Source: an optimization exercise on an open RTL-to-GDS flow (aim: small area, a short achievable clock period and few clock cycles per item). Production flows keep margins and buffers that such runs may drop.
Only simulation tests tie the RTL to the original design; equivalence was not proved.
No activity file was given, so power comes from the tool's default toggle rates.

==> flow/design.v <==
package sudoku_grid_pkg;
    typedef logic [4-1:0] digit_t;
    typedef logic [7-1:0] cell_idx_t;
    typedef logic [9*4-1:0] house_t;
    typedef logic [81-1:0] fixed_map_t;
endpackage
package sudoku_ctrl_pkg;
    typedef enum logic [1:0] {
        IDLE,
        LOAD,
        SOLVE,
        WRITE_OUT
    } solver_state_t;
    typedef logic [7-1:0] mem_addr_t;
    typedef logic [8-1:0] mem_word_t;
endpackage
module sudoku_top (
    input  logic       clk,
    input  logic       rst,
    output logic       rom_rd_o,
    output logic [6:0] rom_addr_o,
    input  logic [7:0] rom_data_i,
    output logic       ram_ce_o,
    output logic       ram_we_n_o,
    output logic [6:0] ram_addr_o,
    output logic [7:0] ram_data_o,
    output logic       done_o
);
    localparam int N  = 81;
    localparam int SD = 64;    
    function automatic integer cr(input integer i);
        cr = i / 9;
    endfunction
    function automatic integer cc(input integer i);
        cc = i % 9;
    endfunction
    function automatic integer cb(input integer i);
        cb = (i / 27) * 3 + (i % 9) / 3;
    endfunction
    logic          start_q, load_q, solve_q, done_q;
    logic [1:0]    ph_q;                     
    logic [6:0]    cnt_q;
    logic [8:0]    lrow_q, lcol_q;           
    logic [80:0]   rm_q, cm_q, bm_q;         
    logic [80:0]   filled_q;
    logic [SD*11-1:0] stk_q;                 
    logic          bt_q;                     
    logic          pend_q;                   
    logic [10:0]   pend_ent_q;
    logic          wr_q;
    logic [6:0]    wa_q;
    logic [3:0]    wd_q;
    logic [N-1:0]  q_single_q;               
    logic [80:0]   q_buq_q;                  
    logic          q_dead_q;
    logic [6:0]    p_idx_q, p2_idx_q;        
    logic [8:0]    p_row_q, p_col_q, p_box_q;
    logic [8:0]    p2_row_q, p2_col_q, p2_box_q;
    logic          p_ok2_q;                  
    logic [N*9-1:0] cand;
    logic [N-1:0]   empty, dead_cell, one;
    always_comb begin
        for (int i = 0; i < N; i++) begin
            logic [8:0] c;
            logic [2:0] a3, t3;
            empty[i] = ~filled_q[i];
            c = ~(rm_q[cr(i)*9 +: 9] | cm_q[cc(i)*9 +: 9] | bm_q[cb(i)*9 +: 9]) & {9{empty[i]}};
            cand[i*9 +: 9] = c;
            for (int g = 0; g < 3; g++) begin
                a3[g] = c[3*g] | c[3*g+1] | c[3*g+2];
                t3[g] = (c[3*g] & c[3*g+1]) | (c[3*g] & c[3*g+2]) | (c[3*g+1] & c[3*g+2]);
            end
            dead_cell[i] = empty[i] & ~|a3;
            one[i] = |a3 & ~(|t3 | (a3[0] & a3[1]) | (a3[0] & a3[2]) | (a3[1] & a3[2]));
        end
    end
    logic [27*9-1:0] rt_any, rt_two;    
    always_comb begin
        for (int r = 0; r < 9; r++) begin
            for (int s = 0; s < 3; s++) begin
                for (int d = 0; d < 9; d++) begin
                    logic x0, x1, x2;
                    x0 = cand[(r*9+3*s)*9 + d];
                    x1 = cand[(r*9+3*s+1)*9 + d];
                    x2 = cand[(r*9+3*s+2)*9 + d];
                    rt_any[(r*3+s)*9+d] = x0 | x1 | x2;
                    rt_two[(r*3+s)*9+d] = (x0 & x1) | (x0 & x2) | (x1 & x2);
                end
            end
        end
    end
    logic [80:0] r_none, b_none, b_two;    
    always_comb begin
        for (int k = 0; k < 9; k++) begin
            for (int d = 0; d < 9; d++) begin
                logic a0, a1, a2, t0, t1, t2;
                r_none[k*9+d] = ~(rt_any[(k*3+0)*9+d] | rt_any[(k*3+1)*9+d] | rt_any[(k*3+2)*9+d]);
                a0 = rt_any[(((k/3)*3+0)*3 + k%3)*9+d];
                a1 = rt_any[(((k/3)*3+1)*3 + k%3)*9+d];
                a2 = rt_any[(((k/3)*3+2)*3 + k%3)*9+d];
                t0 = rt_two[(((k/3)*3+0)*3 + k%3)*9+d];
                t1 = rt_two[(((k/3)*3+1)*3 + k%3)*9+d];
                t2 = rt_two[(((k/3)*3+2)*3 + k%3)*9+d];
                b_none[k*9+d] = ~(a0 | a1 | a2);
                b_two[k*9+d]  = t0 | t1 | t2 | (a0 & a1) | (a0 & a2) | (a1 & a2);
            end
        end
    end
    logic dead;
    assign dead = |dead_cell | |(r_none & ~rm_q) | |(b_none & ~bm_q);
    logic [80:0]  b_uq;
    logic [N-1:0] single;
    assign b_uq = ~b_two;
    always_comb begin
        for (int i = 0; i < N; i++) begin
            single[i] = one[i] | |(cand[i*9 +: 9] & b_uq[cb(i)*9 +: 9]);
        end
    end
    always_ff @(posedge clk) begin
        q_single_q <= single;
        q_buq_q    <= b_uq;
        q_dead_q   <= dead;
    end
    function automatic logic [33:0] lowest_cell(input logic [N-1:0] v);
        logic [8:0] rany, rseen, row, col, box;
        logic [6:0] idx;
        logic [N-1:0] f;
        for (int r = 0; r < 9; r++) rany[r] = |v[r*9 +: 9];
        rseen[0] = 1'b0;
        for (int r = 1; r < 9; r++) rseen[r] = rseen[r-1] | rany[r-1];
        for (int r = 0; r < 9; r++) begin
            logic seen;
            seen = rseen[r];
            for (int c = 0; c < 9; c++) begin
                f[r*9+c] = v[r*9+c] & ~seen;
                seen = seen | v[r*9+c];
            end
        end
        idx = '0;
        row = '0;
        col = '0;
        box = '0;
        for (int i = 0; i < N; i++) begin
            idx = idx | (7'(i) & {7{f[i]}});
            row[cr(i)] = row[cr(i)] | f[i];
            col[cc(i)] = col[cc(i)] | f[i];
            box[cb(i)] = box[cb(i)] | f[i];
        end
        lowest_cell = {idx, row, col, box};
    endfunction
    function automatic logic [33:0] highest_cell(input logic [N-1:0] v);
        logic [8:0] rany, rseen, row, col, box;
        logic [6:0] idx;
        logic [N-1:0] f;
        for (int r = 0; r < 9; r++) rany[r] = |v[r*9 +: 9];
        rseen[8] = 1'b0;
        for (int r = 7; r >= 0; r--) rseen[r] = rseen[r+1] | rany[r+1];
        for (int r = 0; r < 9; r++) begin
            logic seen;
            seen = rseen[r];
            for (int c = 8; c >= 0; c--) begin
                f[r*9+c] = v[r*9+c] & ~seen;
                seen = seen | v[r*9+c];
            end
        end
        idx = '0;
        row = '0;
        col = '0;
        box = '0;
        for (int i = 0; i < N; i++) begin
            idx = idx | (7'(i) & {7{f[i]}});
            row[cr(i)] = row[cr(i)] | f[i];
            col[cc(i)] = col[cc(i)] | f[i];
            box[cb(i)] = box[cb(i)] | f[i];
        end
        highest_cell = {idx, row, col, box};
    endfunction
    logic        any_single, all_filled;
    logic [33:0] fs, fe, ls, f1;
    assign all_filled = &filled_q;
    logic        ok2;
    assign any_single = |q_single_q;
    assign fs = lowest_cell(q_single_q);     
    assign fe = lowest_cell(empty);          
    assign ls = highest_cell(q_single_q);    
    assign f1 = any_single ? fs : fe;
    assign ok2 = any_single & ~(|(fs[26:18] & ls[26:18]) | |(fs[17:9] & ls[17:9]) | |(fs[8:0] & ls[8:0]));
    always_ff @(posedge clk) begin
        {p_idx_q, p_row_q, p_col_q, p_box_q}     <= f1;
        {p2_idx_q, p2_row_q, p2_col_q, p2_box_q} <= ls;
        p_ok2_q <= ok2;
    end
    logic [6:0]   tcell;
    logic [3:0]   tdig;
    logic [N-1:0] tdec;
    logic [8:0]   t_row, t_col, t_box, t_old_oh, t_above;
    assign tcell = stk_q[10:4];
    assign tdig  = stk_q[3:0];
    always_comb begin
        t_row = '0;
        t_col = '0;
        t_box = '0;
        for (int i = 0; i < N; i++) begin
            tdec[i] = (tcell == 7'(i));
            t_row[cr(i)] = t_row[cr(i)] | tdec[i];
            t_col[cc(i)] = t_col[cc(i)] | tdec[i];
            t_box[cb(i)] = t_box[cb(i)] | tdec[i];
        end
        for (int d = 0; d < 9; d++) begin
            t_above[d]  = (4'(d + 1) > tdig);
            t_old_oh[d] = (tdig == 4'(d + 1));
        end
    end
    logic       upd, do_place, do_place2, do_bt;
    assign upd       = solve_q & (ph_q == 2'd2);
    assign do_bt     = upd & (q_dead_q | bt_q);
    assign do_place  = upd & ~do_bt;
    assign do_place2 = do_place & p_ok2_q;
    logic [8:0]   h_row, h_col, h_box;
    logic [8:0]   h_used, h_uq, h_cand, h_hs, h_vec, h_oh;
    logic [3:0]   h_dig;
    logic [N-1:0] p_first;
    assign h_row = do_bt ? t_row : p_row_q;
    assign h_col = do_bt ? t_col : p_col_q;
    assign h_box = do_bt ? t_box : p_box_q;
    always_comb begin
        h_used = '0;
        h_uq   = '0;
        for (int k = 0; k < 9; k++) begin
            h_used = h_used | (rm_q[k*9 +: 9] & {9{h_row[k]}}) | (cm_q[k*9 +: 9] & {9{h_col[k]}})
                            | (bm_q[k*9 +: 9] & {9{h_box[k]}});
            h_uq   = h_uq | (q_buq_q[k*9 +: 9] & {9{p_box_q[k]}});
        end
        h_cand = ~h_used;
        h_hs   = h_cand & h_uq;
        h_vec  = do_bt ? (h_cand & t_above) : (|h_hs ? h_hs : h_cand);
        h_oh   = h_vec & ~(h_vec - 9'd1);
        h_dig  = '0;
        for (int d = 0; d < 9; d++) h_dig = h_dig | (4'(d + 1) & {4{h_oh[d]}});
        for (int i = 0; i < N; i++) p_first[i] = p_row_q[cr(i)] & p_col_q[cc(i)];
    end
    logic retry;
    assign retry = |h_vec;
    logic [8:0]   h2_used, h2_uq, h2_cand, h2_hs, h2_vec, h2_oh;
    logic [3:0]   h2_dig;
    logic [N-1:0] p2_first;
    always_comb begin
        h2_used = '0;
        h2_uq   = '0;
        for (int k = 0; k < 9; k++) begin
            h2_used = h2_used | (rm_q[k*9 +: 9] & {9{p2_row_q[k]}}) | (cm_q[k*9 +: 9] & {9{p2_col_q[k]}})
                              | (bm_q[k*9 +: 9] & {9{p2_box_q[k]}});
            h2_uq   = h2_uq | (q_buq_q[k*9 +: 9] & {9{p2_box_q[k]}});
        end
        h2_cand = ~h2_used;
        h2_hs   = h2_cand & h2_uq;
        h2_vec  = |h2_hs ? h2_hs : h2_cand;
        h2_oh   = h2_vec & ~(h2_vec - 9'd1);
        h2_dig  = '0;
        for (int d = 0; d < 9; d++) h2_dig = h2_dig | (4'(d + 1) & {4{h2_oh[d]}});
        for (int i = 0; i < N; i++) p2_first[i] = p2_row_q[cr(i)] & p2_col_q[cc(i)];
    end
    logic [3:0] rom_dig;
    logic [8:0] rom_oh;
    logic [8:0] lbox;
    assign rom_dig = rom_data_i[3:0];
    always_comb begin
        for (int d = 0; d < 9; d++) rom_oh[d] = (rom_dig == 4'(d + 1));
        for (int b = 0; b < 9; b++)
            lbox[b] = (lrow_q[(b/3)*3] | lrow_q[(b/3)*3+1] | lrow_q[(b/3)*3+2])
                    & (lcol_q[(b%3)*3] | lcol_q[(b%3)*3+1] | lcol_q[(b%3)*3+2]);
    end
    logic [8:0] u_row, u_col, u_box, u_clr, u_set;
    logic [8:0] v_row, v_col, v_box;          
    assign v_row = do_place2 ? p2_row_q : 9'd0;
    assign v_col = do_place2 ? p2_col_q : 9'd0;
    assign v_box = do_place2 ? p2_box_q : 9'd0;
    always_comb begin
        if (load_q) begin
            u_row = lrow_q;
            u_col = lcol_q;
            u_box = lbox;
            u_clr = '0;
            u_set = rom_oh;
        end else if (upd) begin
            u_row = h_row;
            u_col = h_col;
            u_box = h_box;
            u_clr = do_bt ? t_old_oh : 9'd0;
            u_set = h_oh;
        end else begin
            u_row = '0;
            u_col = '0;
            u_box = '0;
            u_clr = '0;
            u_set = '0;
        end
    end
    always_ff @(posedge clk or posedge rst) begin
        if (rst) begin
            rm_q <= '0;
            cm_q <= '0;
            bm_q <= '0;
        end else begin
            for (int k = 0; k < 9; k++) begin
                if (u_row[k])      rm_q[k*9 +: 9] <= (rm_q[k*9 +: 9] & ~u_clr) | u_set;
                else if (v_row[k]) rm_q[k*9 +: 9] <= rm_q[k*9 +: 9] | h2_oh;
                if (u_col[k])      cm_q[k*9 +: 9] <= (cm_q[k*9 +: 9] & ~u_clr) | u_set;
                else if (v_col[k]) cm_q[k*9 +: 9] <= cm_q[k*9 +: 9] | h2_oh;
                if (u_box[k])      bm_q[k*9 +: 9] <= (bm_q[k*9 +: 9] & ~u_clr) | u_set;
                else if (v_box[k]) bm_q[k*9 +: 9] <= bm_q[k*9 +: 9] | h2_oh;
            end
        end
    end
    always_ff @(posedge clk) begin
        if (load_q) begin
            filled_q <= {|rom_dig, filled_q[80:1]};
        end else if (do_place) begin
            filled_q <= filled_q | p_first | (p2_first & {N{p_ok2_q}});
        end else if (do_bt && !retry) begin
            filled_q <= filled_q & ~tdec;
        end
    end
    always_ff @(posedge clk) begin
        if (do_place) begin
            stk_q <= {stk_q[(SD-1)*11-1:0], p_idx_q, h_dig};
        end else if (pend_q) begin
            stk_q <= {stk_q[(SD-1)*11-1:0], pend_ent_q};
        end else if (do_bt) begin
            if (retry) stk_q[3:0] <= h_dig;
            else       stk_q <= {11'd0, stk_q[SD*11-1:11]};
        end
    end
    always_ff @(posedge clk or posedge rst) begin
        if (rst) begin
            start_q    <= 1'b1;
            load_q     <= 1'b0;
            solve_q    <= 1'b0;
            done_q     <= 1'b0;
            ph_q       <= 2'd0;
            cnt_q      <= '0;
            lrow_q     <= 9'd1;
            lcol_q     <= 9'd1;
            bt_q       <= 1'b0;
            pend_q     <= 1'b0;
            pend_ent_q <= '0;
            wr_q       <= 1'b0;
            wa_q       <= '0;
            wd_q       <= '0;
        end else if (start_q) begin
            start_q <= 1'b0;
            load_q  <= 1'b1;
        end else if (load_q) begin
            cnt_q  <= cnt_q + 7'd1;
            lcol_q <= {lcol_q[7:0], lcol_q[8]};
            if (lcol_q[8]) lrow_q <= {lrow_q[7:0], lrow_q[8]};
            wr_q <= 1'b1;
            wa_q <= cnt_q;
            wd_q <= rom_dig;
            if (cnt_q == 7'd80) begin
                load_q  <= 1'b0;
                solve_q <= 1'b1;
            end
        end else if (solve_q) begin
            case (ph_q)
                2'd0: begin
                    if (pend_q) begin
                        pend_q <= 1'b0;
                        wr_q   <= 1'b1;
                        wa_q   <= pend_ent_q[10:4];
                        wd_q   <= pend_ent_q[3:0];
                    end else if (all_filled) begin
                        solve_q <= 1'b0;
                        done_q  <= 1'b1;
                        wr_q    <= 1'b0;
                    end
                    if (!all_filled) ph_q <= 2'd1;
                end
                2'd1: begin
                    ph_q <= 2'd2;
                end
                default: begin
                    if (do_place) begin
                        ph_q       <= 2'd0;
                        pend_q     <= p_ok2_q;
                        pend_ent_q <= {p2_idx_q, h2_dig};
                        wr_q       <= 1'b1;
                        wa_q       <= p_idx_q;
                        wd_q       <= h_dig;
                    end else if (retry) begin
                        ph_q <= 2'd0;
                        bt_q <= 1'b0;
                        wr_q <= 1'b1;
                        wa_q <= tcell;
                        wd_q <= h_dig;
                    end else begin
                        bt_q <= 1'b1;
                        wr_q <= 1'b0;
                    end
                end
            endcase
        end
    end
    assign rom_rd_o   = load_q;
    assign rom_addr_o = cnt_q;
    assign ram_ce_o   = wr_q;
    assign ram_we_n_o = ~wr_q;
    assign ram_addr_o = wa_q;
    assign ram_data_o = {4'b0000, wd_q};
    assign done_o     = done_q;
endmodule
==> flow/run.sh <==
#!/bin/bash
# synth_recipe.tcl (not shown) runs the flow's synth.tcl, then flattens the netlist and writes it again
# the make line also repeats each setting of config.mk as NAME=value (left out here)
make -C /OpenROAD-flow-scripts/flow DESIGN_CONFIG=/design/flow/config.mk WORK_HOME=/design/flow/orfs CLKGATE_MAP_FILE= SYNTH_SCRIPT=/design/flow/synth_recipe.tcl finish
==> flow/config.mk <==
export PLATFORM = sky130hd
export DESIGN_NAME = sudoku_top
export DESIGN_NICKNAME = sudoku_top
export VERILOG_FILES = /design/flow/design.v
export SDC_FILE = /design/flow/constraint.sdc
export NUM_CORES = 4
export LEC_CHECK = 0
export CAP_MARGIN = 20
export CELL_PAD_IN_SITES_DETAIL_PLACEMENT = 1
export CELL_PAD_IN_SITES_GLOBAL_PLACEMENT = 2
export CORE_MARGIN = 2
export CORE_UTILIZATION = 18
export PLACE_DENSITY = 0.3
export SETUP_SLACK_MARGIN = 0.3
export SLEW_MARGIN = 20
==> flow/constraint.sdc <==
create_clock -name core_clock -period 12.5 [get_ports {clk}]
set_input_delay 2.5000 -clock core_clock [delete_from_list [all_inputs] [get_ports {clk}]]
set_output_delay 2.5000 -clock core_clock [all_outputs]
set_load 0.01 [all_outputs]
==> results of run 1 <==
[layout make-up]
type,instances,area share (%)
inverter,182,0.616
timing repair buffer,1022,6.99
multi-input combinational,7924,46.9
clock inverter,75,0.819
clock buffer,260,4.61
antenna,340,0.758
tap,6706,7.48
sequential,1316,31.8
[per-layer routing]
| metal | GRT usage (%) | vias up | wire length [µm] |
|---|---|---|---|
| li1 | - | 41900 | - |
| met1 | 44.3 | 56300 | 386000 |
| met2 | 48.0 | 6183 | 365000 |
| met3 | 8.87 | 1536 | 76400 |
| met4 | 20.5 | 56 | 63400 |
| met5 | 0 | - | 636 |
[path summary, 6_finish.rpt]
path                                  start       endpoint  slack, ns  cells after the start
min in group asynchronous               rst       cnt_q[2]       2.07                      2
worst max-delay path                ph_q[1]     stk_q[149]       4.18                     15
max in group asynchronous               rst       bm_q[22]       8.00                      4
worst min register to register  p2_idx_q[1]  pend_ent_q[5]       0.41                      2
worst min-delay path            p2_idx_q[1]  pend_ent_q[5]       0.41                      2
worst max register to register      ph_q[1]     stk_q[149]       4.18                     15
[cell usage in the layout (no fill, tap or decap), types with 279 or more instances in the layout]
cell and count:
edfxtp_1 785, a22oi_1 320, nor3_1 372, dfrtp_1 281
nor2_1 780, diode_2 340, o21ai_0 508, a221oi_1 279
nor4_1 641, or4_1 301, nand3_1 290, mux2_2 700
nand2_1 845, a21oi_1 609, buf_4 978
[power by group]
group	internal, mW	total, mW	switching, mW
clock	3.18	5.52	2.34
sequential	4.67	4.87	0.205
combinational	0.465	2.16	1.69
[worst min-delay path: stages (launching register included)]
cell and delay, ns:
dfxtp_1 0.30, nand2_1 0.05, nand2_1 0.04
[through the flow]
stage	power (mW)	hold slack [ns]	setup WS (ns)	util, %
after floorplan	5.61	0.398	-3.23	-
after global placement	7.04	0.434	4.43	20.8
after detailed placement	7.03	0.422	4.33	20.8
after CTS	12.7	0.391	4.33	22.0
after global routing	12.9	0.392	3.97	22.1
final	12.5	0.411	4.18	22.2
[kinds of logic after synthesis]
group	share of synthesized area, %
AO/OA/AOI/OAI	22.0
XOR/XNOR	0.776
adder cells (fa/ha/maj)	1.24
buffers and inverters	4.75
flip-flops	39.1
multiplexers	8.91
other	0.00410
AND/OR/NAND/NOR	23.3
[state kept, by name, summed over array words and instances (netlist names), 2 cells and up]
name	flops
lrow_q	9
bm_q	81
p2_row_q	9
p2_box_q	9
p2_col_q	9
cm_q	81
q_buq_q	81
wa_q	7
q_single_q	81
stk_q	704
filled_q	81
p_box_q	9
ph_q	2
wd_q	4
rm_q	81
pend_ent_q	11
p_row_q	9
p_col_q	9
cnt_q	7
p2_idx_q	7
lcol_q	9
p_idx_q	7
==> notes.md, run 1 <==
- Outcome: timing/DRC/antenna clean
- Die X: 717 µm
- Multi-input logic area: 0.0526 mm²
- Post-Syn Area: 0.0914 mm²
- Max Fclk: 120 MHz
- Final Hold Viols: 0
- Crit path cell chain: nand3b_4 > nor2_4 > buf_4 > a41oi_2 > a22o_1 > a2111oi_0 > nand4_1 > nor2_1 > a21o_1 > o31a_1 > o21ai_2 > or3_4 > a21boi_4 > buf_12 > buf_4
- Primary FF master, synth: edfxtp_1
- Htree depth: 4
- Most frequent CP cell: buf_4
- Share of post-route cells with drive strength above 1: 21.3%
- Initial DRT Pass Iterations: 8
- CP Launch Type: flip-flop
- All-layer global routing usage: 33.4%
- Seq/Total Area, Yosys: 39.1%
- Post-detail-place hpwl: 682000 µm
- Area Overhead vs Synth: 22.7%
- Setup Buffers After CTS: 0
- Leading post-synthesis cells by cell area: edfxtp_1 26%, mux2_2 8.6%, dfrtp_1 8.1%
- Share of flip-flops with an asynchronous set or reset: 22.7%
- Final Max Slew Viols: 0
- Final Net Count: 10600
- Initial antenna violation count: 248
- Initial Utilization: 18.1%
- Worst relative slew slack: 6.43%
- Crit path DAT: 8.90 ns
- LEAKAGE: 37.4 nW
- I/O Pins: 36
- Core area: 0.506 mm²
- Slowest stage delay, CP: 0.73 ns
- Post-Layout Cell Count: 17800
- Clock slew at reported path FFs: 0.06 ns
- Buffers & Inverters on Critical Path: 3
- Post-synth EDFFs: 785
- Max Cap Viol: 0
- Yosys cell types: 119
- Final Cell Area: 0.112 mm²
- RSZ-0062 raised after global routing: no
- Fin Clk Skew: 0.0760 ns
- DR vias: 106000
- Routed len/inst: 50.0 µm
- Cell area after placement: 0.105 mm²
- Max VDD drop: 110 µV
- Commonest cells post-synth: 846 x nand2_1, 810 x clkbuf_1, 798 x nor2_1, 785 x edfxtp_1, 715 x nor4_1
- Endpoints failing setup: 0
- Largest net degree at the start of global routing: 189
- Seq cells post-synth: 1316
- Port bufs: 27
- Worst slew pin tran: 1.39 ns
- HP Class: reg -> reg
- Clock buffer depth: 4
- Top-count cell post-synth: nand2_1
- CP Capture Type: flip-flop
- GR Overflow Total: 0
- Minimum clock period after layout: 8.32 ns
- Placed Cells: 17100
- Rows: 261
- Routed wire length: 891000 µm
- Family with the most delay on the worst path: compound AO/OA/AOI/OAI gates
- Share of the synthesized area in the top cell type: 25.8%
- First-pass GRT wire length: 1120000 µm
- Root Driver: clkbuf_16
- PostCTS Resize Cnt: 0
- Critical Path Slowest Stage Cell: a41oi_2
- Die Area: 0.514 mm²
- Clock latency on the worst-skew pair: 0.95 ns
- Vias in the first global route: 100000
- Post-route ant nets: 0
- Initial drt markers: 14000
- Register area: 0.0357 mm²
- Post-Synthesis Cells: 10300
- Final GP Congestion: 0.977
- Die Height: 717 µm
- Fillers: 58400
- Pwr Density: 112 mW/mm²
- Setup Crit Path Kind: reg -> reg
- Drt via density: 5.95
- TNS Setup: 0 ns
- Area leader, netlist: edfxtp_1
- Worst EP required: 13.08 ns
- Final Cycle Share: 66.6%
- Syn avg cell area: 8.84 µm²
- Cts bufs inserted: 186
- CTS Sinks: 1316
- CTS tree: done
- Post-route DRC: 0
- Hold_buf cts: 0
- Synth warn: 1
- Max FO, Critical Path: 133
Testbench counts, summed over its fixed seeds: cycles 24,035, puzzles 128.
==> run 2: changes to the inputs <==
--- a/flow/design.v
+++ b/flow/design.v
@@ -192,8 +192,8 @@
     end
     logic [6:0]   tcell;
     logic [3:0]   tdig;
-    logic [N-1:0] tdec;
-    logic [8:0]   t_row, t_col, t_box, t_old_oh, t_above;
+    logic [8:0]   t_row, t_col, t_box, t_old_oh, t_above, t_used, t_vec, t_new_oh;
+    logic [3:0]   t_new;
     assign tcell = stk_q[10:4];
     assign tdig  = stk_q[3:0];
     always_comb begin
@@ -201,46 +201,64 @@
         t_col = '0;
         t_box = '0;
         for (int i = 0; i < N; i++) begin
-            tdec[i] = (tcell == 7'(i));
-            t_row[cr(i)] = t_row[cr(i)] | tdec[i];
-            t_col[cc(i)] = t_col[cc(i)] | tdec[i];
-            t_box[cb(i)] = t_box[cb(i)] | tdec[i];
+            t_row[cr(i)] = t_row[cr(i)] | (tcell == 7'(i));
+            t_col[cc(i)] = t_col[cc(i)] | (tcell == 7'(i));
+            t_box[cb(i)] = t_box[cb(i)] | (tcell == 7'(i));
+        end
+        t_used = '0;
+        for (int k = 0; k < 9; k++) begin
+            t_used = t_used | (rm_q[k*9 +: 9] & {9{t_row[k]}}) | (cm_q[k*9 +: 9] & {9{t_col[k]}})
+                            | (bm_q[k*9 +: 9] & {9{t_box[k]}});
         end
         for (int d = 0; d < 9; d++) begin
             t_above[d]  = (4'(d + 1) > tdig);
             t_old_oh[d] = (tdig == 4'(d + 1));
         end
+        t_vec    = ~t_used & t_above;
+        t_new_oh = t_vec & ~(t_vec - 9'd1);
+        t_new    = '0;
+        for (int d = 0; d < 9; d++) t_new = t_new | (4'(d + 1) & {4{t_new_oh[d]}});
+    end
+    logic [8:0] t_row_q, t_col_q, t_box_q, t_old_oh_q, t_new_oh_q;
+    logic [3:0] t_new_q;
+    logic       t_retry_q;
+    always_ff @(posedge clk) begin
+        t_row_q    <= t_row;
+        t_col_q    <= t_col;
+        t_box_q    <= t_box;
+        t_old_oh_q <= t_old_oh;
+        t_new_oh_q <= t_new_oh;
+        t_new_q    <= t_new;
+        t_retry_q  <= |t_vec;
     end
-    logic       upd, do_place, do_place2, do_bt;
+    logic       upd, do_place, do_place2, do_bt, retry;
     assign upd       = solve_q & (ph_q == 2'd2);
     assign do_bt     = upd & (q_dead_q | bt_q);
     assign do_place  = upd & ~do_bt;
     assign do_place2 = do_place & p_ok2_q;
-    logic [8:0]   h_row, h_col, h_box;
+    assign retry     = t_retry_q;
     logic [8:0]   h_used, h_uq, h_cand, h_hs, h_vec, h_oh;
     logic [3:0]   h_dig;
-    logic [N-1:0] p_first;
-    assign h_row = do_bt ? t_row : p_row_q;
-    assign h_col = do_bt ? t_col : p_col_q;
-    assign h_box = do_bt ? t_box : p_box_q;
+    logic [N-1:0] p_first, t_first;
     always_comb begin
         h_used = '0;
         h_uq   = '0;
         for (int k = 0; k < 9; k++) begin
-            h_used = h_used | (rm_q[k*9 +: 9] & {9{h_row[k]}}) | (cm_q[k*9 +: 9] & {9{h_col[k]}})
-                            | (bm_q[k*9 +: 9] & {9{h_box[k]}});
+            h_used = h_used | (rm_q[k*9 +: 9] & {9{p_row_q[k]}}) | (cm_q[k*9 +: 9] & {9{p_col_q[k]}})
+                            | (bm_q[k*9 +: 9] & {9{p_box_q[k]}});
             h_uq   = h_uq | (q_buq_q[k*9 +: 9] & {9{p_box_q[k]}});
         end
         h_cand = ~h_used;
         h_hs   = h_cand & h_uq;
-        h_vec  = do_bt ? (h_cand & t_above) : (|h_hs ? h_hs : h_cand);
+        h_vec  = |h_hs ? h_hs : h_cand;
         h_oh   = h_vec & ~(h_vec - 9'd1);
         h_dig  = '0;
         for (int d = 0; d < 9; d++) h_dig = h_dig | (4'(d + 1) & {4{h_oh[d]}});
-        for (int i = 0; i < N; i++) p_first[i] = p_row_q[cr(i)] & p_col_q[cc(i)];
+        for (int i = 0; i < N; i++) begin
+            p_first[i] = p_row_q[cr(i)] & p_col_q[cc(i)];
+            t_first[i] = t_row_q[cr(i)] & t_col_q[cc(i)];
+        end
     end
-    logic retry;
-    assign retry = |h_vec;
     logic [8:0]   h2_used, h2_uq, h2_cand, h2_hs, h2_vec, h2_oh;
     logic [3:0]   h2_dig;
     logic [N-1:0] p2_first;
@@ -282,12 +300,18 @@
             u_box = lbox;
             u_clr = '0;
             u_set = rom_oh;
-        end else if (upd) begin
-            u_row = h_row;
-            u_col = h_col;
-            u_box = h_box;
-            u_clr = do_bt ? t_old_oh : 9'd0;
+        end else if (do_place) begin
+            u_row = p_row_q;
+            u_col = p_col_q;
+            u_box = p_box_q;
+            u_clr = '0;
             u_set = h_oh;
+        end else if (do_bt) begin
+            u_row = t_row_q;
+            u_col = t_col_q;
+            u_box = t_box_q;
+            u_clr = t_old_oh_q;
+            u_set = t_new_oh_q;
         end else begin
             u_row = '0;
             u_col = '0;
@@ -296,8 +320,8 @@
             u_set = '0;
         end
     end
-    always_ff @(posedge clk or posedge rst) begin
-        if (rst) begin
+    always_ff @(posedge clk) begin
+        if (start_q) begin
             rm_q <= '0;
             cm_q <= '0;
             bm_q <= '0;
@@ -318,7 +342,7 @@
         end else if (do_place) begin
             filled_q <= filled_q | p_first | (p2_first & {N{p_ok2_q}});
         end else if (do_bt && !retry) begin
-            filled_q <= filled_q & ~tdec;
+            filled_q <= filled_q & ~t_first;
         end
     end
     always_ff @(posedge clk) begin
@@ -327,7 +351,7 @@
         end else if (pend_q) begin
             stk_q <= {stk_q[(SD-1)*11-1:0], pend_ent_q};
         end else if (do_bt) begin
-            if (retry) stk_q[3:0] <= h_dig;
+            if (retry) stk_q[3:0] <= t_new_q;
             else       stk_q <= {11'd0, stk_q[SD*11-1:11]};
         end
     end
@@ -392,8 +416,9 @@
                         bt_q <= 1'b0;
                         wr_q <= 1'b1;
                         wa_q <= tcell;
-                        wd_q <= h_dig;
+                        wd_q <= t_new_q;
                     end else begin
+                        ph_q <= 2'd1;
                         bt_q <= 1'b1;
                         wr_q <= 1'b0;
                     end
--- a/flow/config.mk
+++ b/flow/config.mk
@@ -9,7 +9,7 @@
 export CELL_PAD_IN_SITES_DETAIL_PLACEMENT = 1
 export CELL_PAD_IN_SITES_GLOBAL_PLACEMENT = 2
 export CORE_MARGIN = 2
-export CORE_UTILIZATION = 18
+export CORE_UTILIZATION = 20
 export PLACE_DENSITY = 0.3
 export SETUP_SLACK_MARGIN = 0.3
 export SLEW_MARGIN = 20
==> notes.md, run 2 <==
- Share of the synthesized area in the top cell type: 25.0% (was 25.8%)
- Hold_buf cts: 0 (unchanged)
- Seq/Total Area, Yosys: 37.6% (was 39.1%)
- Most common cell after layout, fill and taps aside: buf_4 (unchanged)
- Final Hold Viols: 0 (unchanged)
- CP Capture Type: flip-flop (unchanged)
- Die Area: 0.478 mm² (was 0.514 mm²)
- Register area: 0.0356 mm² (was 0.0357 mm²)
- Crit. path cell count: 11 (was 15)
- DR vias: 111000 (was 106000)
- Crit path DAT: 7.23 ns (was 8.90 ns)
- Initial Utilization: 20.1% (was 18.1%)
- Reg2reg end: q_dead_q (was stk_q[149])
- Initial antenna violation count: 198 (was 248)
- I/O Pins: 36 (unchanged)
- Final GP Congestion: 1.05 (was 0.977)
- Cell area after placement: 0.107 mm² (was 0.105 mm²)
- RSZ-0062 raised after global routing: no (unchanged)
- Cts bufs inserted: 192 (was 186)
- HP Class: reg -> reg (unchanged)
- Post-synth EDFFs: 785 (unchanged)
- Final Cycle Share: 53.4% (was 66.6%)
- Worst slew pin tran: 1.46 ns (was 1.39 ns)
- GR Overflow Total: 0 (unchanged)
- Share of post-route cells with drive strength above 1: 20.9% (was 21.3%)
- Logic pwr share: 27.3% (was 17.2%)
- GR peak layer: met2 (unchanged)
- Worst reg2reg startpoint: bm_q[10] (was ph_q[1])
- Multi-input logic area: 0.0551 mm² (was 0.0526 mm²)
- Worst relative slew slack: 2.85% (was 6.43%)
- Clock slew at reported path FFs: 0.06 ns (about the same)
- CP startpoint: bm_q[10] (was ph_q[1])
- Post-route DRC: 0 (unchanged)
- Post-detail-place hpwl: 680000 µm (was 682000 µm)
- Sequential fraction of design power: 35.0% (was 38.8%)
- Final Max Slew Viols: 0 (unchanged)
- Post-Synthesis Cells: 10800 (was 10300)
- Top-count cell post-synth: nand2_1 (unchanged)
- Largest Register: stk_q (unchanged)
- LEAKAGE: 35.5 nW (was 37.4 nW)
- Largest net degree at the start of global routing: 153 (was 189)
- All-layer global routing usage: 35.8% (was 33.4%)
- Crit path to: q_dead_q (was stk_q[149])
- Die X: 691 µm (was 717 µm)
- Critical Path Slowest Stage Cell: nor4_1 (was a41oi_2)
- Family with the most delay on the worst path: simple AND/OR/NAND/NOR gates (was compound AO/OA/AOI/OAI gates)
- Routed wire length: 895000 µm (was 891000 µm)
- Syn avg cell area: 8.73 µm² (was 8.84 µm²)
- Placed Cells: 17000 (was 17100)
- Max Fclk: 150 MHz (was 120 MHz)
- TNS Setup: 0 ns (unchanged)
- Crit path cell chain: buf_4 > or4_1 > nor2b_1 > nand2_1 > nor4_2 > buf_4 > or4_1 > nor4_1 > nand4_1 > nor4_1 > nand4_1 (was nand3b_4 > nor2_4 > buf_4 > a41oi_2 > a22o_1 > a2111oi_0 > nand4_1 > nor2_1 > a21o_1 > o31a_1 > o21ai_2 > or3_4 > a21boi_4 > buf_12 > buf_4)
- Pwr Density: 132 mW/mm² (was 112 mW/mm²)
- R2r worst-path depth: 11 (was 15)
- Outcome: timing/DRC/antenna clean (unchanged)
- Max VDD drop: 121 µV (was 110 µV)
- Seq cells post-synth: 1366 (was 1316)
- Share of flip-flops with an asynchronous set or reset: 4.10% (was 22.7%)
- Endpoints failing setup: 0 (unchanged)
- Slowest stage delay, CP: 0.92 ns (was 0.73 ns)
- Initial DRT Pass Iterations: 8 (unchanged)
- Utilization after layout: 24.2% (was 22.2%)
- CP Launch Type: flip-flop (unchanged)
- Minimum clock period after layout: 6.67 ns (was 8.32 ns)
- Root Driver: clkbuf_16 (unchanged)
- Fin Clk Skew: 0.112 ns (was 0.0760 ns)
- Post-Layout Cell Count: 17600 (was 17800)
- Initial drt markers: 17400 (was 14000)
- Port bufs: 27 (unchanged)
- Most frequent cells in the layout: 1011 x buf_4, 972 x nand2_1, 785 x edfxtp_1 (was 978 x buf_4, 845 x nand2_1, 785 x edfxtp_1)
- Worst EP required: 13.06 ns (was 13.08 ns)
- Reg2reg setup slack: 5.83 ns (was 4.18 ns)
- Synth warn: 1 (unchanged)
- Vias in the first global route: 104000 (was 100000)
- Yosys cell types: 112 (was 119)
- Routed len/inst: 50.8 µm (was 50.0 µm)
- Clock latency on the worst-skew pair: 0.99 ns (was 0.95 ns)
- Primary FF master, synth: edfxtp_1 (unchanged)
- Post-route ant nets: 0 (unchanged)
- Clock buffer depth: 4 (unchanged)
- M3 GR Usage: 11.0% (was 8.87%)
- Htree depth: 4 (unchanged)
- Die Height: 691 µm (was 717 µm)
- Fillers: 54200 (was 58400)
- Max FO, Critical Path: 12 (was 133)
- M1 GR Usage: 47.8% (was 44.3%)
- Drt via density: 6.33 (was 5.95)
- Final Cell Area: 0.114 mm² (was 0.112 mm²)
- Rows: 252 (was 261)
- Switch share: 39.7% (was 33.8%)
- Max Cap Viol: 0 (unchanged)
- Setup Buffers After CTS: 0 (unchanged)
- Post-Syn Area: 0.0945 mm² (was 0.0914 mm²)
- Setup Crit Path Kind: reg -> reg (unchanged)
- Largest register FFs: 704 (unchanged)
- Sw Pwr: 5.97 mW (was 4.24 mW)
- CTS tree: done (unchanged)
- Commonest cells post-synth: 972 x nand2_1, 912 x clkbuf_1, 785 x edfxtp_1, 731 x nor4_1, 697 x mux2_2 (was 846 x nand2_1, 810 x clkbuf_1, 798 x nor2_1, 785 x edfxtp_1, 715 x nor4_1)
- CTS Sinks: 1366 (was 1316)
- Leading post-synthesis cells by cell area: edfxtp_1 25%, dfxtp_1 11%, mux2_2 8.3% (was edfxtp_1 26%, mux2_2 8.6%, dfrtp_1 8.1%)
- Area Overhead vs Synth: 20.7% (was 22.7%)
- PostCTS Resize Cnt: 0 (unchanged)
- Area leader, netlist: edfxtp_1 (unchanged)
- Final Net Count: 11000 (was 10600)
- Clock power share: 37.6% (was 44.0%)
- First-pass GRT wire length: 1140000 µm (was 1120000 µm)
- M2 GR Usage: 49.0% (was 48.0%)
- Core area: 0.471 mm² (was 0.506 mm²)
- Int Pwr: 9.09 mW (was 8.31 mW)
- Buffers & Inverters on Critical Path: 2 (was 3)
-- run 2: cell types whose count changed in the layout (fill, tap and decap cells not counted), sizes merged, moves of 106 or more --
| cell | previous run | this run |
|---|---|---|
| dfxtp | 232 | 525 |
| dfrtp | 296 | 53 |
| o21ai | 559 | 427 |
| nand2 | 846 | 972 |
| nor2 | 800 | 679 |
| diode | 340 | 234 |
-- run 2: worst min-delay path by stage --
stage	startpoint	endpoint	slack, ns	cells past startpoint
after floorplan	p2_idx_q[6]	pend_ent_q[10]	0.40	2
after global placement	cm_q[53]	cm_q[53]	0.45	2
after detailed placement	rm_q[53]	rm_q[53]	0.48	2
after CTS	rm_q[53]	rm_q[53]	0.49	2
after global routing	rm_q[53]	rm_q[53]	0.52	2
final	rm_q[53]	rm_q[53]	0.48	2
-- run 2: final cells by class --
type,count,area share [%]
antenna,234,0.514
clock buffer,254,4.66
clock inverter,97,0.826
inverter,194,0.639
multi-input combinational,8194,48.3
sequential,1366,31.2
tap,6223,6.83
timing repair buffer,1056,7.03
-- run 2: worst register-to-register path, cell delays in order, from the launching register on --
cell,delay [ns]
dfxtp_1,0.63
buf_4,0.42
or4_1,0.70
nor2b_1,0.19
nand2_1,0.32
nor4_2,0.09
buf_4,0.24
or4_1,0.87
nor4_1,0.78
nand4_1,0.19
nor4_1,0.92
nand4_1,0.90
-- run 2: cells by family after synthesis --
group | count (synthesis) | share of synthesized area, %
buffers and inverters | 1264 | 5.22
muxes | 721 | 8.56
AOI/OAI and AO/OA | 3081 | 23.3
and+or+nand+nor | 4174 | 23.2
DFF | 1366 | 37.6
other | 1 | 0.00397
xor gates and xnor gates | 89 | 0.825
adders and majority gates | 124 | 1.32
-- run 2: routing by layer --
| metal | vias to the layer above | part of all wire (%) |
|---|---|---|
| met5 | - | 0.048 |
| met4 | 50 | 7.5 |
| met3 | 1663 | 9.9 |
| met2 | 7071 | 40 |
| met1 | 58900 | 43 |
| li1 | 43700 | - |
-- run 2: stage by stage --
stage | hold slack [ns] | setup slack (ns) | power (mW)
floorplan | 0.398 | -0.00237 | 6.87
global placement | 0.451 | 6.11 | 9.27
detailed placement | 0.476 | 6.44 | 9.26
CTS | 0.490 | 6.34 | 15.0
global route | 0.523 | 6.17 | 15.4
finish | 0.485 | 5.83 | 15.1
-- run 2: power groups by stage --
stage	clock (mW)	sequential, mW	combinational, mW
2_1_floorplan	0	5.09	1.78
3_3_place_gp	0	5.34	3.92
3_5_place_dp	0	5.34	3.92
4_1_cts	5.85	5.25	3.93
5_1_grt	5.99	5.27	4.14
6_report	5.67	5.27	4.12
Testbench counts of run 2, summed over its fixed seeds: cycles 24,549, puzzles 128.
==> run 3: changes to the inputs <==
--- a/flow/design.v
+++ b/flow/design.v
@@ -43,7 +43,10 @@
     logic [8:0]    lrow_q, lcol_q;           
     logic [80:0]   rm_q, cm_q, bm_q;         
     logic [80:0]   filled_q;
-    logic [SD*11-1:0] stk_q;                 
+    logic [10:0]   top_q;                    
+    logic [(SD-1)*11-1:0] stk_q;             
+    logic [5:0]    sp_q;                     
+    logic [5:0]    rp_q;                     
     logic          bt_q;                     
     logic          pend_q;                   
     logic [10:0]   pend_ent_q;
@@ -52,11 +55,12 @@
     logic [3:0]    wd_q;
     logic [N-1:0]  q_single_q;               
     logic [80:0]   q_buq_q;                  
-    logic          q_dead_q;
+    logic [8:0]    q_dead_q;                 
     logic [6:0]    p_idx_q, p2_idx_q;        
     logic [8:0]    p_row_q, p_col_q, p_box_q;
     logic [8:0]    p2_row_q, p2_col_q, p2_box_q;
     logic          p_ok2_q;                  
+    logic          p_dead_q;
     logic [N*9-1:0] cand;
     logic [N-1:0]   empty, dead_cell, one;
     always_comb begin
@@ -106,8 +110,12 @@
             end
         end
     end
-    logic dead;
-    assign dead = |dead_cell | |(r_none & ~rm_q) | |(b_none & ~bm_q);
+    logic [8:0] dead_part;
+    always_comb begin
+        for (int k = 0; k < 9; k++)
+            dead_part[k] = |dead_cell[k*9 +: 9] | |(r_none[k*9 +: 9] & ~rm_q[k*9 +: 9])
+                         | |(b_none[k*9 +: 9] & ~bm_q[k*9 +: 9]);
+    end
     logic [80:0]  b_uq;
     logic [N-1:0] single;
     assign b_uq = ~b_two;
@@ -119,7 +127,7 @@
     always_ff @(posedge clk) begin
         q_single_q <= single;
         q_buq_q    <= b_uq;
-        q_dead_q   <= dead;
+        q_dead_q   <= dead_part;
     end
     function automatic logic [33:0] lowest_cell(input logic [N-1:0] v);
         logic [8:0] rany, rseen, row, col, box;
@@ -189,13 +197,14 @@
         {p_idx_q, p_row_q, p_col_q, p_box_q}     <= f1;
         {p2_idx_q, p2_row_q, p2_col_q, p2_box_q} <= ls;
         p_ok2_q <= ok2;
+        p_dead_q <= |q_dead_q;
     end
     logic [6:0]   tcell;
     logic [3:0]   tdig;
     logic [8:0]   t_row, t_col, t_box, t_old_oh, t_above, t_used, t_vec, t_new_oh;
     logic [3:0]   t_new;
-    assign tcell = stk_q[10:4];
-    assign tdig  = stk_q[3:0];
+    assign tcell = top_q[10:4];
+    assign tdig  = top_q[3:0];
     always_comb begin
         t_row = '0;
         t_col = '0;
@@ -233,7 +242,7 @@
     end
     logic       upd, do_place, do_place2, do_bt, retry;
     assign upd       = solve_q & (ph_q == 2'd2);
-    assign do_bt     = upd & (q_dead_q | bt_q);
+    assign do_bt     = upd & (p_dead_q | bt_q);
     assign do_place  = upd & ~do_bt;
     assign do_place2 = do_place & p_ok2_q;
     assign retry     = t_retry_q;
@@ -346,13 +355,28 @@
         end
     end
     always_ff @(posedge clk) begin
+        for (int e = 0; e < SD - 1; e++) begin
+            if ((do_place || pend_q) && sp_q == 6'(e)) stk_q[e*11 +: 11] <= top_q;
+        end
         if (do_place) begin
-            stk_q <= {stk_q[(SD-1)*11-1:0], p_idx_q, h_dig};
+            top_q <= {p_idx_q, h_dig};
         end else if (pend_q) begin
-            stk_q <= {stk_q[(SD-1)*11-1:0], pend_ent_q};
+            top_q <= pend_ent_q;
         end else if (do_bt) begin
-            if (retry) stk_q[3:0] <= t_new_q;
-            else       stk_q <= {11'd0, stk_q[SD*11-1:11]};
+            if (retry) top_q[3:0] <= t_new_q;
+            else       top_q <= stk_q[rp_q*11 +: 11];
+        end
+    end
+    always_ff @(posedge clk or posedge rst) begin
+        if (rst) begin
+            sp_q <= '0;
+            rp_q <= '1;
+        end else if (do_place || pend_q) begin
+            sp_q <= sp_q + 6'd1;
+            rp_q <= sp_q;
+        end else if (do_bt && !retry) begin
+            sp_q <= rp_q;
+            rp_q <= rp_q - 6'd1;
         end
     end
     always_ff @(posedge clk or posedge rst) begin
==> notes.md, run 3 <==
- Outcome: complete, but fails checks (was timing/DRC/antenna clean)
- Layout check failures: antenna violations
- LEAKAGE: 33.9 nW (was 35.5 nW)
- Logic pwr share: 26.9% (was 27.3%)
- Htree depth: 4 (unchanged)
- Post-route setup slack: 6.26 ns (was 5.83 ns)
- Rows: 250 (was 252)
- Clock buffer depth: 4 (unchanged)
- GR peak layer: met1 (was met2)
- Initial drt markers: 16300 (was 17400)
- All-layer global routing usage: 36.3% (was 35.8%)
- DR vias: 111000 (about the same)
- Final Max Slew Viols: 0 (unchanged)
- Root Driver: clkbuf_16 (unchanged)
- Hold path cells: 2 (unchanged)
- Worst EP required: 13.23 ns (was 13.06 ns)
- PostCTS Resize Cnt: 0 (unchanged)
- Fin Clk Skew: 0.107 ns (was 0.112 ns)
- Commonest cells post-synth: 1020 x nor2_1, 909 x nand2_1, 886 x clkbuf_1, 785 x edfxtp_1, 672 x nor4_1 (was 972 x nand2_1, 912 x clkbuf_1, 785 x edfxtp_1, 731 x nor4_1, 697 x mux2_2)
- Vias in the first global route: 103000 (was 104000)
- Clock power share: 37.5% (was 37.6%)
- Final Hold Viols: 0 (unchanged)
- Fillers: 53200 (was 54200)
- Post-route ant nets: 1 (was 0)
- Max Cap Viol: 0 (unchanged)
- Share of flip-flops with an asynchronous set or reset: 4.90% (was 4.10%)
- Largest net degree at the start of global routing: 82 (was 153)
- Final Cell Area: 0.111 mm² (was 0.114 mm²)
- Leading post-synthesis cells by cell area: edfxtp_1 25%, dfxtp_1 11%, mux4_2 5.1% (was edfxtp_1 25%, dfxtp_1 11%, mux2_2 8.3%)
- Post-Synthesis Cells: 10700 (was 10800)
- Post-route DRC: 0 (unchanged)
- Most frequent CP cell: buf_4
- Buffers & Inverters on Critical Path: 3 (was 2)
- Port bufs: 27 (unchanged)
- Routed wire length: 890000 µm (was 895000 µm)
- CP Launch Type: flip-flop (unchanged)
- Max Fclk: 160 MHz (was 150 MHz)
- M2 GR Usage: 49.9% (was 49.0%)
- Synth warn: 1 (unchanged)
- First-pass GRT wire length: 1130000 µm (was 1140000 µm)
- Clock slew at reported path FFs: 0.06 ns (about the same)
- Share of post-route cells with drive strength above 1: 15.7% (was 20.9%)
- Drt via density: 6.44 (was 6.33)
- CP Capture Type: flip-flop (unchanged)
- Max VDD drop: 105 µV (was 121 µV)
- Worst relative slew slack: 7.22% (was 2.85%)
- Final Cycle Share: 49.9% (was 53.4%)
- Initial DRT Pass Iterations: 14 (was 8)
- Crit. path cell count: 13 (was 11)
- M1 GR Usage: 50.6% (was 47.8%)
- Post-synth EDFFs: 785 (unchanged)
- Crit path cell chain: buf_4 > a22o_1 > a221oi_1 > nand4_1 > nor4_1 > a221o_1 > o31ai_1 > and2_1 > a221o_2 > buf_4 > nor2_4 > buf_4 > a211oi_1 (was buf_4 > or4_1 > nor2b_1 > nand2_1 > nor4_2 > buf_4 > or4_1 > nor4_1 > nand4_1 > nor4_1 > nand4_1)
- Area Overhead vs Synth: 19.4% (was 20.7%)
- Primary FF master, synth: edfxtp_1 (unchanged)
- Post-detail-place hpwl: 664000 µm (was 680000 µm)
- Seq cells post-synth: 1387 (was 1366)
- Most frequent cells in the layout: 987 x nor2_1, 909 x nand2_1, 888 x buf_4 (was 1011 x buf_4, 972 x nand2_1, 785 x edfxtp_1)
- Slowest stage delay, CP: 0.67 ns (was 0.92 ns)
- Critical Path Slowest Stage Cell: a221oi_1 (was nor4_1)
- Share of the synthesized area in the top cell type: 25.3% (was 25.0%)
- Routed len/inst: 51.7 µm (was 50.8 µm)
- Post-Syn Area: 0.0932 mm² (was 0.0945 mm²)
- Largest register FFs: 693 (was 704)
- Max FO, Critical Path: 20 (was 12)
- Die Height: 687 µm (was 691 µm)
- Most common cell after layout, fill and taps aside: nor2_1 (was buf_4)
- R2r worst-path depth: 13 (was 11)
- Core area: 0.464 mm² (was 0.471 mm²)
- Sw Pwr: 5.93 mW (was 5.97 mW)
- Crit path DAT: 6.96 ns (was 7.23 ns)
- Pwr Density: 136 mW/mm² (was 132 mW/mm²)
- HP Class: reg -> reg (unchanged)
- Int Pwr: 9.25 mW (was 9.09 mW)
- RSZ-0062 raised after global routing: no (unchanged)
- Minimum clock period after layout: 6.24 ns (was 6.67 ns)
- Sequential fraction of design power: 35.6% (was 35.0%)
- I/O Pins: 36 (unchanged)
- Top-count cell post-synth: nor2_1 (was nand2_1)
- Largest Register: stk_q (unchanged)
- Hold_buf cts: 0 (unchanged)
- Final GP Congestion: 0.995 (was 1.05)
- Cell area after placement: 0.104 mm² (was 0.107 mm²)
- Area leader, netlist: edfxtp_1 (unchanged)
- Family with the most delay on the worst path: compound AO/OA/AOI/OAI gates (was simple AND/OR/NAND/NOR gates)
- Seq/Total Area, Yosys: 38.6% (was 37.6%)
- Die Area: 0.471 mm² (was 0.478 mm²)
- Pre-CTS WS: 6.62 ns (was 6.44 ns)
- Cts bufs inserted: 188 (was 192)
- Syn avg cell area: 8.75 µm² (was 8.73 µm²)
- Yosys cell types: 114 (was 112)
- Initial Utilization: 20.1% (about the same)
- Clock latency on the worst-skew pair: 0.99 ns (about the same)
- M3 GR Usage: 11.2% (was 11.0%)
- Worst slew pin tran: 1.39 ns (was 1.46 ns)
- Endpoints failing setup: 0 (unchanged)
- Initial antenna violation count: 208 (was 198)
- CTS tree: done (unchanged)
- Die X: 687 µm (was 691 µm)
- TNS Setup: 0 ns (unchanged)
- Switch share: 39.1% (was 39.7%)
- Final Net Count: 10700 (was 11000)
- GR Overflow Total: 0 (unchanged)
- Setup Crit Path Kind: reg -> reg (unchanged)
- Setup Buffers After CTS: 0 (unchanged)
- CTS Sinks: 1387 (was 1366)
run 3: changes by cell type in the layout (fill, tap and decap cells not counted), moves of 75 or more:
cell,previous run,this run
a221oi_1,316,414
o31ai_1,105,29
nor3_1,399,474
mux2_2,697,16
buf_4,1011,888
nor2_1,664,987
mux4_2,0,209
a211oi_1,139,294
run 3: kinds of logic (layout without fill, tap and decap cells):
family	Yosys count	count (layout)	synth area share (%)
and+or+nand+nor	4491	4491	24.8
AOI/OAI and AO/OA	2974	2974	22.9
DFF	1387	1387	38.6
buffers and inverters	1276	1461	5.31
muxes	275	275	5.78
adders and majority gates	157	157	1.71
xor gates and xnor gates	92	92	0.865
other	1	197	0.00402
run 3: final cells by class:
| type | instances | area, µm² | share of cell area (%) |
|---|---|---|---|
| timing repair buffer | 920 | 7010 | 6.30 |
| multi-input combinational | 7994 | 53000 | 47.6 |
| antenna | 192 | 480 | 0.432 |
| tap | 6174 | 7720 | 6.94 |
| inverter | 199 | 749 | 0.674 |
| sequential | 1387 | 36100 | 32.4 |
| clock inverter | 90 | 1070 | 0.959 |
| clock buffer | 252 | 5200 | 4.67 |
run 3: routing by layer:
layer | wire (µm) | vias to the layer above
li1 | - | 42700
met1 | 400000 | 59200
met2 | 354000 | 7178
met3 | 86700 | 1675
met4 | 48000 | 58
met5 | 791 | -
run 3: worst reg2reg max path, stage by stage (launching register included):
cell and delay [ns]:
dfxtp_1 0.48, buf_4 0.37, a22o_1 0.31, a221oi_1 0.67
nand4_1 0.26, nor4_1 0.55, a221o_1 0.49, o31ai_1 0.25
and2_1 0.30, a221o_2 0.58, buf_4 0.38, nor2_4 0.64
buf_4 0.56, a211oi_1 0.16
run 3: through the flow:
step                      hold WS, ns  power [mW]  util (%)  std cells
after CTS                       0.450        15.1      23.9      17000
after global routing            0.485        15.5      23.9      17100
final                           0.451        15.2      24.0      17200
after floorplan                 0.392        7.03         -      10700
after detailed placement        0.422        9.38      22.5      16700
after global placement          0.437        9.38      22.5      16700
run 3: worst paths after layout:
path / from / endpoint / slack (ns)
worst max-delay path: p_row_q[7] / rm_q[27] / 6.26
worst max register to register: p_row_q[7] / rm_q[27] / 6.26
max in group asynchronous: rst / load_q / 9.37
worst min-delay path: p2_idx_q[2] / pend_ent_q[6] / 0.45
worst min register to register: p2_idx_q[2] / pend_ent_q[6] / 0.45
min in group asynchronous: rst / lcol_q[8] / 1.87
run 3: power groups by stage:
| stage | clock [mW] | sequential [mW] | combinational (mW) |
|---|---|---|---|
| floorplan | 0 | 5.18 | 1.85 |
| global placement | 0 | 5.47 | 3.91 |
| detailed placement | 0 | 5.48 | 3.91 |
| CTS | 5.80 | 5.39 | 3.92 |
| global route | 5.96 | 5.40 | 4.16 |
| finish | 5.69 | 5.40 | 4.09 |
Testbench counts of run 3, summed over its fixed seeds: cycles 24,549, puzzles 128.

-- static timing again, ports no longer ideal --
No port has a modelled driver above. Below, the same layouts with a new extraction and two added sets of constraints.
Step 1 assumes that a clkbuf_16 drives the clock port and a buf_2 every other input.
Step 2 adds t to the input delays and takes it off the output delays; t is the mean of the earliest and latest rising clock arrival at the registers after step 1. Input paths then give back, and output paths get back, about the clock's delay inside the block.
Slacks: ideal ports / drivers / drivers and shift; pairs: ideal ports / drivers.
run | shift t [ns] | setup slack, ns | worst setup path at the end | slew at the worst register clock pin (ns)
run 1 | 1.035 | 4.179 / 4.179 / 4.179 | register to register | 0.07 / 0.07
run 2 | 1.071 | 5.826 / 5.826 / 5.826 | register to register | 0.07 / 0.07
run 3 | 1.040 | 6.262 / 6.262 / 6.262 | register to register | 0.10 / 0.10
